This design comes from an exercise in tuning for small area and a short achievable clock period on the open sky130 flow, not from production work.
Function was checked by simulation only, so behaviour that the tests miss may differ from the original.
Power figures rest on the tool's default switching activity, not on a simulated workload.

==> module i2c_byte_fifo, before the edit <==
module i2c_byte_fifo (
    input  logic         clk,
    input  logic         rst_n,
    input  logic         wr_en_i,
    input  logic [7:0]   wdata_i,
    input  logic         rd_en_i,
    input  logic         flush_i,
    output logic [7:0]   rdata_o,
    output logic         rvalid_o,
    output logic [8:0]   count_o,
    output logic         empty_o,
    output logic         full_o,
    output logic         ovf_o,
    output logic         udf_o
);
    logic [31:0]   wcoln_q, wcoln_d;         
    logic [7:0]    wrown_q, wrown_d;         
    logic [31:0]   fcol_q, fcol_d;           
    logic [7:0]    frow_q, frow_d;           
    logic          fetch_q, fetch_d;         
    logic [63:0]   part_q, part_d;           
    logic [7:0]    prow_q;                   
    logic [1:0]    qn_q, qn_d;               
    logic [7:0]    q0_q, q1_q, q0_d, q1_d;
    logic [8:0]    count_q, count_d;
    logic          empty_q, empty_d, full;
    logic [7:0]    rdata_q, rdata_d;
    logic          rvalid_q, ovf_q, ovf_d, udf_q, udf_d;
    logic [2047:0] mem_q;
    logic       push, pop, cnt_is1, ram_nz, bypass, to_ram, issue, full2, room;
    logic [1:0] qa, qnf;
    logic [7:0] fbyte;
    logic [8:0] cnt_inc, cnt_dec;
    assign cnt_inc = count_q + 9'd1;
    assign cnt_dec = count_q - 9'd1;
    assign full    = count_q[8];
    assign cnt_is1 = (count_q == 9'd1);
    assign pop     = rd_en_i & ~empty_q & ~flush_i;
    assign push    = wr_en_i & (~full | pop) & ~flush_i;
    assign ram_nz = (count_q != {7'd0, qnf});
    assign qnf    = qn_q + {1'b0, fetch_q};
    assign full2  = (qnf == 2'd2);
    assign room   = ~full2 | pop;
    assign qa     = qn_q - {1'b0, pop};
    assign bypass = push & ~ram_nz & room;
    assign to_ram = push & (ram_nz | ~room);
    assign issue  = ram_nz & room;
    always_comb begin
        fbyte = '0;
        for (int r = 0; r < 8; r++) begin
            fbyte = fbyte | (part_q[r*8 +: 8] & {8{prow_q[r]}});
        end
    end
    always_comb begin
        logic [7:0] grp;
        for (int r = 0; r < 8; r++) begin
            grp = '0;
            for (int c = 0; c < 32; c++) begin
                grp = grp | (mem_q[(32*r+c)*8 +: 8] & {8{fcol_q[c]}});
            end
            part_d[r*8 +: 8] = grp;
        end
    end
    always_comb begin
        logic [7:0] nx0;
        nx0 = fetch_q ? fbyte : wdata_i;
        case (qa)
            2'd0: begin q0_d = nx0;                   q1_d = wdata_i; end
            2'd1: begin q0_d = pop ? q1_q : q0_q;     q1_d = nx0;     end
            default: begin q0_d = q0_q;               q1_d = q1_q;    end
        endcase
    end
    always_comb begin
        wcoln_d = wcoln_q;
        wrown_d = wrown_q;
        fcol_d  = fcol_q;
        frow_d  = frow_q;
        fetch_d = 1'b0;
        qn_d    = qn_q;
        count_d = count_q;
        empty_d = empty_q;
        ovf_d   = ovf_q;
        udf_d   = udf_q;
        if (flush_i) begin
            wcoln_d = ~32'd1;
            wrown_d = ~8'd1;
            fcol_d  = 32'd1;
            frow_d  = 8'd1;
            qn_d    = '0;
            count_d = '0;
            empty_d = 1'b1;
            ovf_d   = 1'b0;
            udf_d   = 1'b0;
        end else begin
            qn_d = qnf - {1'b0, pop} + {1'b0, bypass};
            if (to_ram) begin
                wcoln_d = {wcoln_q[30:0], wcoln_q[31]};
                if (!wcoln_q[31]) wrown_d = {wrown_q[6:0], wrown_q[7]};
            end
            if (issue) begin
                fetch_d = 1'b1;
                fcol_d  = {fcol_q[30:0], fcol_q[31]};
                if (fcol_q[31]) frow_d = {frow_q[6:0], frow_q[7]};
            end
            count_d = ({9{push & ~pop}} & cnt_inc) | ({9{pop & ~push}} & cnt_dec) |
                      ({9{~(push ^ pop)}} & count_q);
            if (push && !pop) begin
                empty_d = 1'b0;
            end else if (pop && !push) begin
                empty_d = cnt_is1;
            end
            if (rd_en_i && empty_q) udf_d = 1'b1;
            if (wr_en_i && !push)   ovf_d = 1'b1;
        end
    end
    assign rdata_d = pop ? q0_q : rdata_q;
    always_ff @(posedge clk or negedge rst_n) begin
        if (!rst_n) begin
            wcoln_q  <= ~32'd1;
            wrown_q  <= ~8'd1;
            fcol_q   <= 32'd1;
            frow_q   <= 8'd1;
            fetch_q  <= 1'b0;
            qn_q     <= '0;
            count_q  <= '0;
            empty_q  <= 1'b1;
            rdata_q  <= '0;
            rvalid_q <= 1'b0;
            ovf_q    <= 1'b0;
            udf_q    <= 1'b0;
        end else begin
            wcoln_q  <= wcoln_d;
            wrown_q  <= wrown_d;
            fcol_q   <= fcol_d;
            frow_q   <= frow_d;
            fetch_q  <= fetch_d;
            qn_q     <= qn_d;
            count_q  <= count_d;
            empty_q  <= empty_d;
            rdata_q  <= rdata_d;
            rvalid_q <= pop;
            ovf_q    <= ovf_d;
            udf_q    <= udf_d;
        end
    end
    always_ff @(posedge clk) begin
        part_q <= part_d;
        prow_q <= frow_q;
        q0_q   <= q0_d;
        q1_q   <= q1_d;
    end
    always_ff @(posedge clk) begin
        for (int r = 0; r < 8; r++) begin
            for (int c = 0; c < 32; c++) begin
                if (!(wrown_q[r] || wcoln_q[c])) mem_q[(32*r+c)*8 +: 8] <= wdata_i;
            end
        end
    end
    assign rdata_o  = rdata_q;
    assign rvalid_o = rvalid_q;
    assign count_o  = count_q;
    assign empty_o  = empty_q;
    assign full_o   = full;
    assign ovf_o    = ovf_q;
    assign udf_o    = udf_q;
endmodule
Settings: LEC_CHECK=0, CAP_MARGIN=20, CORE_MARGIN=2, CORE_UTILIZATION=60, CTS_CLUSTER_DIAMETER=120, CTS_CLUSTER_SIZE=28, PLACE_DENSITY=0.72, SETUP_SLACK_MARGIN=2.9, SLEW_MARGIN=20; clock period 5.5 ns.
run.sh (not shown) runs the stock make flow with config.mk's settings and CLKGATE_MAP_FILE= SYNTH_SCRIPT=/design/flow/synth_recipe.tcl, a recipe that flattens the netlist after the stock synthesis.
==> next run, changes <==
--- a/flow/design.v
+++ b/flow/design.v
@@ -23,17 +23,17 @@
     logic [7:0]    frow_q, frow_d;           
     logic          fetch_q, fetch_d;         
     logic [63:0]   part_q, part_d;           
     logic [7:0]    prow_q;                   
     logic [1:0]    qn_q, qn_d;               
-    logic [7:0]    q0_q, q1_q, q0_d, q1_d;
+    logic [7:0]    q0_q, q1_q, q2_q, q0_d, q1_d, q2_d;
     logic [8:0]    count_q, count_d;
     logic          empty_q, empty_d, full;
     logic [7:0]    rdata_q, rdata_d;
     logic          rvalid_q, ovf_q, ovf_d, udf_q, udf_d;
     logic [2047:0] mem_q;
-    logic       push, pop, cnt_is1, ram_nz, bypass, to_ram, issue, full2, room;
+    logic       push, pop, cnt_is1, ram_nz, bypass, to_ram, issue, full3, room;
     logic [1:0] qa, qnf;
     logic [7:0] fbyte;
     logic [8:0] cnt_inc, cnt_dec;
     assign cnt_inc = count_q + 9'd1;
     assign cnt_dec = count_q - 9'd1;
@@ -41,12 +41,12 @@
     assign cnt_is1 = (count_q == 9'd1);
     assign pop     = rd_en_i & ~empty_q & ~flush_i;
     assign push    = wr_en_i & (~full | pop) & ~flush_i;
     assign ram_nz = (count_q != {7'd0, qnf});
     assign qnf    = qn_q + {1'b0, fetch_q};
-    assign full2  = (qnf == 2'd2);
-    assign room   = ~full2 | pop;
+    assign full3  = (qnf == 2'd3);
+    assign room   = ~full3 | pop;
     assign qa     = qn_q - {1'b0, pop};
     assign bypass = push & ~ram_nz & room;
     assign to_ram = push & (ram_nz | ~room);
     assign issue  = ram_nz & room;
     always_comb begin
@@ -64,16 +64,21 @@
             end
             part_d[r*8 +: 8] = grp;
         end
     end
     always_comb begin
-        logic [7:0] nx0;
+        logic [7:0] k0, k1, k2, nx0, nx1;
+        k0 = pop ? q1_q : q0_q;
+        k1 = pop ? q2_q : q1_q;
+        k2 = q2_q;
         nx0 = fetch_q ? fbyte : wdata_i;
+        nx1 = wdata_i;
         case (qa)
-            2'd0: begin q0_d = nx0;                   q1_d = wdata_i; end
-            2'd1: begin q0_d = pop ? q1_q : q0_q;     q1_d = nx0;     end
-            default: begin q0_d = q0_q;               q1_d = q1_q;    end
+            2'd0: begin q0_d = nx0; q1_d = nx1; q2_d = q2_q; end
+            2'd1: begin q0_d = k0;  q1_d = nx0; q2_d = nx1;  end
+            2'd2: begin q0_d = k0;  q1_d = k1;  q2_d = nx0;  end
+            default: begin q0_d = k0; q1_d = k1; q2_d = k2; end
         endcase
     end
     always_comb begin
         wcoln_d = wcoln_q;
         wrown_d = wrown_q;
@@ -150,10 +155,11 @@
     always_ff @(posedge clk) begin
         part_q <= part_d;
         prow_q <= frow_q;
         q0_q   <= q0_d;
         q1_q   <= q1_d;
+        q2_q   <= q2_d;
     end
     always_ff @(posedge clk) begin
         for (int r = 0; r < 8; r++) begin
             for (int c = 0; c < 32; c++) begin
                 if (!(wrown_q[r] || wcoln_q[c])) mem_q[(32*r+c)*8 +: 8] <= wdata_i;
After rerunning: Non-clock buffer count goes down by 10; total power stays flat; flip-flop and latch count goes up by 16; clock skew barely changes; synthesized cell count barely changes; utilization goes down by 0.21 points.

==> port drivers added, routing unchanged <==
How much do the figures lean on ideal ports? The routed layouts below were timed once more, with nothing changed but the port constraints.
Step 1 (the two cells are an assumption about what drives the block):
set clk [get_ports {clk}]
set_driving_cell -lib_cell sky130_fd_sc_hd__clkbuf_16 $clk
set_driving_cell -lib_cell sky130_fd_sc_hd__buf_2 [delete_from_list [all_inputs] $clk]
Step 2 also shifts input and output timing later by t, the mid clock arrival at the registers, as if the neighbouring blocks saw the same clock.
Slacks: ideal / step 1 / step 2; pairs: ideal / step 1.
run	t (ns)	setup WS [ns]	worst data-port slew with drivers (ns)
the first run	1.029	2.718 / 2.619 / 1.903	0.18
the second run	1.046	2.753 / 2.643 / 2.032	0.22
After both steps every run listed still meets setup and hold. For the first run, which loses most, drivers alone change the setup slack by -0.099 ns; drivers and shift together by -0.815 ns.
